Source: an optimization exercise on an open RTL-to-GDS flow (aim: small area and few clock cycles per item). Production flows keep margins and buffers that such runs may drop. Only simulation tests tie the RTL to the original design; equivalence was not proved.

Setup of sierra:
## modular_exponentiation
module modular_exponentiation (
  input  logic                  clk,
  input  logic                  rst,
  input  logic                  cfg_valid,
  output logic                  cfg_ready,
  input  mexp_pkg::cfg_index_t  cfg_index,
  input  mexp_pkg::field_t      cfg_data,
  input  logic                  operand_valid,
  output logic                  operand_ready,
  input  mexp_pkg::field_t      operand_base_value,
  output logic                  result_valid,
  input  logic                  result_ready,
  output mexp_pkg::field_t      result_residue
);
Size: about 410 flip-flops, roughly 0.045 mm2 of cells after synthesis.
clock: 8.0 ns
lec_check: 0
abc_area: 1
cap_margin: 20
core_margin: 2
core_utilization: 60
slew_margin: 20
standard.sh (not shown) runs the stock make flow with config.mk's settings and CLKGATE_MAP_FILE= SYNTH_SCRIPT=/design/flow/synth_recipe.tcl, a recipe that flattens the netlist after the stock synthesis.
==> flow/flow/run.sh <==
#!/bin/bash
set -euo pipefail
export BUFFER_PORTS_ARGS="-buffer_cell sky130_fd_sc_hd__buf_1"
export CTS_ARGS="-sink_clustering_enable -repair_clock_nets -dont_use_dummy_load -sink_clustering_size 30 -sink_clustering_max_diameter 80"
bash standard.sh finish \
  "BUFFER_PORTS_ARGS=${BUFFER_PORTS_ARGS}" \
  "CTS_ARGS=${CTS_ARGS}" > flow_run.log 2>&1
sierra ended with every stage complete and zero timing, DRC or antenna violations.
Testbench counts of sierra, summed over its fixed seeds: cycles 281,300, items 128.
[inputs] lagoon vs sierra
==> flow/flow/run.sh <==
#!/bin/bash
set -euo pipefail
export BUFFER_PORTS_ARGS="-buffer_cell sky130_fd_sc_hd__buf_1"
export CTS_ARGS="-sink_clustering_enable -repair_clock_nets -dont_use_dummy_load"
bash standard.sh finish \
  "BUFFER_PORTS_ARGS=${BUFFER_PORTS_ARGS}" \
  "CTS_ARGS=${CTS_ARGS}" > flow_run.log 2>&1
Results
lagoon vs. sierra: wire length the detailed router placed on met1 went up by 480 um. lagoon -> sierra: final setup violation count delta 0, exact match. Comparing total routed wirelength for sierra and lagoon, the bigger number came from lagoon. Across sierra and lagoon, none had a timing, DRC or antenna violation.
### lagoon -> fjord
Settings: swapping 60 for 40 in CORE_UTILIZATION.
diff --git a/flow/flow/run.sh b/flow/flow/run.sh
--- a/flow/flow/run.sh
+++ b/flow/flow/run.sh
@@ -4,0 +5 @@
+export REMOVE_ABC_BUFFERS=1
@@ -7 +8,2 @@
-  "CTS_ARGS=${CTS_ARGS}" > flow_run.log 2>&1
+  "CTS_ARGS=${CTS_ARGS}" \
+  REMOVE_ABC_BUFFERS=1 > flow_run.log 2>&1
Findings:
fjord finished every stage and its layout cleared the timing, DRC and antenna checks. Clock skew: fjord worse than lagoon. fjord against lagoon: setup slack increased by 0.11 ns relative to the old numbers; global-route usage now smaller; via density per instance down about 9%.


modular_exponentiation, a different RTL version from the one above (not shown whole).
Size in the first run: about 5700 cells after synthesis, roughly 410 flip-flops, ~210 I/O pins, ~0.045 mm^2 of cells after synthesis.
clock: 8.0 ns
lec_check: 0
abc_area: 1
cap_margin: 20
core_margin: 2
core_utilization: 60
cts_cluster_diameter: 100
cts_cluster_size: 40
slew_margin: 20
run.sh (not shown) runs the stock make flow with config.mk's settings and CLKGATE_MAP_FILE= SYNTH_SCRIPT=/design/flow/synth_recipe.tcl, a recipe that flattens the netlist after the stock synthesis.
Stock flow here: none of the scripts above is used.
The first run ran to the end with no violations.
Testbench counts at the start, summed over its fixed seeds: cycles 281,300, items 128.
Rerun with:
CORE_UTILIZATION = 40   (was 60)
CTS_CLUSTER_DIAMETER = unset   (was 100)
CTS_CLUSTER_SIZE = unset   (was 40)
Register-to-register slack is better by 0.06 ns.
Final cell count went up by a little under a tenth.
Cell area went up by a few percent.
Count of clock-buffer cells in the layout went up by 50.
Via count went down by a few percent.
Area after synthesis is unchanged.


Setup of north:
Another version of the RTL of modular_exponentiation (not shown whole).
For scale: ~5,300 cells after synthesis, roughly 410 flip-flops, roughly 44,000 um2 of cells after synthesis.
Settings: LEC_CHECK=0, ABC_AREA=1, CAP_MARGIN=20, CORE_MARGIN=2, CORE_UTILIZATION=70, SLEW_MARGIN=20, SYNTH_HIERARCHICAL=1; clock period 8.0 ns.
standard.sh (not shown) runs the stock make flow with config.mk's settings and CLKGATE_MAP_FILE= SYNTH_SCRIPT=/design/flow/synth_recipe.tcl, a recipe that flattens the netlist after the stock synthesis.
==> flow/flow/run.sh <==
#!/bin/bash
set -euo pipefail
export BUFFER_PORTS_ARGS="-buffer_cell sky130_fd_sc_hd__buf_1"
export CTS_ARGS="-sink_clustering_enable -repair_clock_nets -dont_use_dummy_load -sink_clustering_size 30 -sink_clustering_max_diameter 80"
bash standard.sh finish \
  "BUFFER_PORTS_ARGS=${BUFFER_PORTS_ARGS}" \
  "CTS_ARGS=${CTS_ARGS}" > flow_run.log 2>&1
north finished every step from synthesis to the final layout, and the layout passed the timing, DRC and antenna checks.
Testbench counts of north, summed over its fixed seeds: cycles 281,300, items 128.
What south does differently from north at the input level:
- CORE_UTILIZATION: 70 -> 60
==> flow/flow/run.sh <==
#!/bin/bash
set -euo pipefail
export BUFFER_PORTS_ARGS="-buffer_cell sky130_fd_sc_hd__buf_1"
export CTS_ARGS="-sink_clustering_enable -repair_clock_nets -dont_use_dummy_load -sink_clustering_size 25 -sink_clustering_max_diameter 70"
bash standard.sh finish \
  "BUFFER_PORTS_ARGS=${BUFFER_PORTS_ARGS}" \
  "CTS_ARGS=${CTS_ARGS}" > flow_run.log 2>&1
## What came out
The final reports for south and north show final HPWL from detailed placement higher in the former. On south: delay contributed by the slowest stage of the critical path is 0.11 ns higher than what north gave.


Setup of alpha:
modular_exponentiation again, from the RTL that the note above started with.
## modular_exponentiation
module modular_exponentiation (
  input  logic                  clk,
  input  logic                  rst,
  input  logic                  cfg_valid,
  output logic                  cfg_ready,
  input  mexp_pkg::cfg_index_t  cfg_index,
  input  mexp_pkg::field_t      cfg_data,
  input  logic                  operand_valid,
  output logic                  operand_ready,
  input  mexp_pkg::field_t      operand_base_value,
  output logic                  result_valid,
  input  logic                  result_ready,
  output mexp_pkg::field_t      result_residue
);
export LEC_CHECK = 0
export ABC_AREA = 1
export CAP_MARGIN = 20
export CORE_MARGIN = 2
export CORE_UTILIZATION = 60
export SLEW_MARGIN = 20
export SYNTH_HIERARCHICAL = 1
create_clock -name core_clock -period 8.0 [get_ports {clk}]
==> flow/flow/run.sh <==
#!/bin/bash
set -euo pipefail
export BUFFER_PORTS_ARGS="-buffer_cell sky130_fd_sc_hd__buf_1"
export CTS_ARGS="-sink_clustering_enable -repair_clock_nets -dont_use_dummy_load -sink_clustering_size 30 -sink_clustering_max_diameter 80"
bash standard.sh finish \
  "BUFFER_PORTS_ARGS=${BUFFER_PORTS_ARGS}" \
  "CTS_ARGS=${CTS_ARGS}" > flow_run.log 2>&1
Looking at the reports, alpha completed the entire flow and the layout it produced met the timing, DRC and antenna checks.
Testbench counts of alpha, summed over its fixed seeds: cycles 281,300, items 128.
What beta does differently from alpha at the input level:
- SLEW_MARGIN: 20 -> 5
- CAP_MARGIN: 20 -> 5
Findings:
- Every run (beta and alpha) finished clean.
- Status: fraction of area in registers parity (alpha, beta)
- met3 track utilization from global routing was higher in the run labelled beta.
- Status: area growth from synthesis to layout parity (beta, alpha)

-- afterwards: timing with drivers on the ports --
How much do the figures lean on ideal ports? The routed layouts below were timed once more, with nothing changed but the port constraints. Step 1: set_driving_cell puts a clkbuf_16 on clk and a buf_2 on each other input, an assumption about the parent block. Step 2 also shifts input and output timing later by t, the mid clock arrival at the registers, as if the neighbouring blocks saw the same clock. Slacks: no drivers / after step 1 / after step 2; pairs: no drivers / after step 1.
run	t (ns)	setup slack, ns	hold WS [ns]	clock arrival spread, ns	worst register clock-pin slew, ns
sierra	0.631	0.174 / 0.174 / 0.174	0.473 / 0.473 / 0.473	0.076 / 0.076	0.10 / 0.10
lagoon	0.659	0.140 / 0.140 / 0.140	0.470 / 0.470 / 0.470	0.052 / 0.052	0.07 / 0.07
fjord	0.692	0.248 / 0.248 / 0.248	0.468 / 0.468 / 0.468	0.056 / 0.056	0.06 / 0.06
the first run of note 2	0.703	0.199 / 0.199 / 0.199	0.482 / 0.482 / 0.482	0.050 / 0.050	0.12 / 0.12
the second run of note 2	0.712	0.255 / 0.255 / 0.255	0.472 / 0.472 / 0.472	0.035 / 0.035	0.07 / 0.07
north	0.692	0.175 / 0.175 / 0.175	0.481 / 0.481 / 0.481	0.116 / 0.115	0.12 / 0.12
south	0.671	0.292 / 0.292 / 0.292	0.469 / 0.469 / 0.469	0.076 / 0.075	0.09 / 0.09
alpha	0.654	0.293 / 0.293 / 0.293	0.478 / 0.478 / 0.478	0.095 / 0.094	0.11 / 0.11
beta	0.656	0.366 / 0.366 / 0.366	0.478 / 0.478 / 0.478	0.108 / 0.107	0.11 / 0.11
After both steps setup and hold are still met in every run listed.
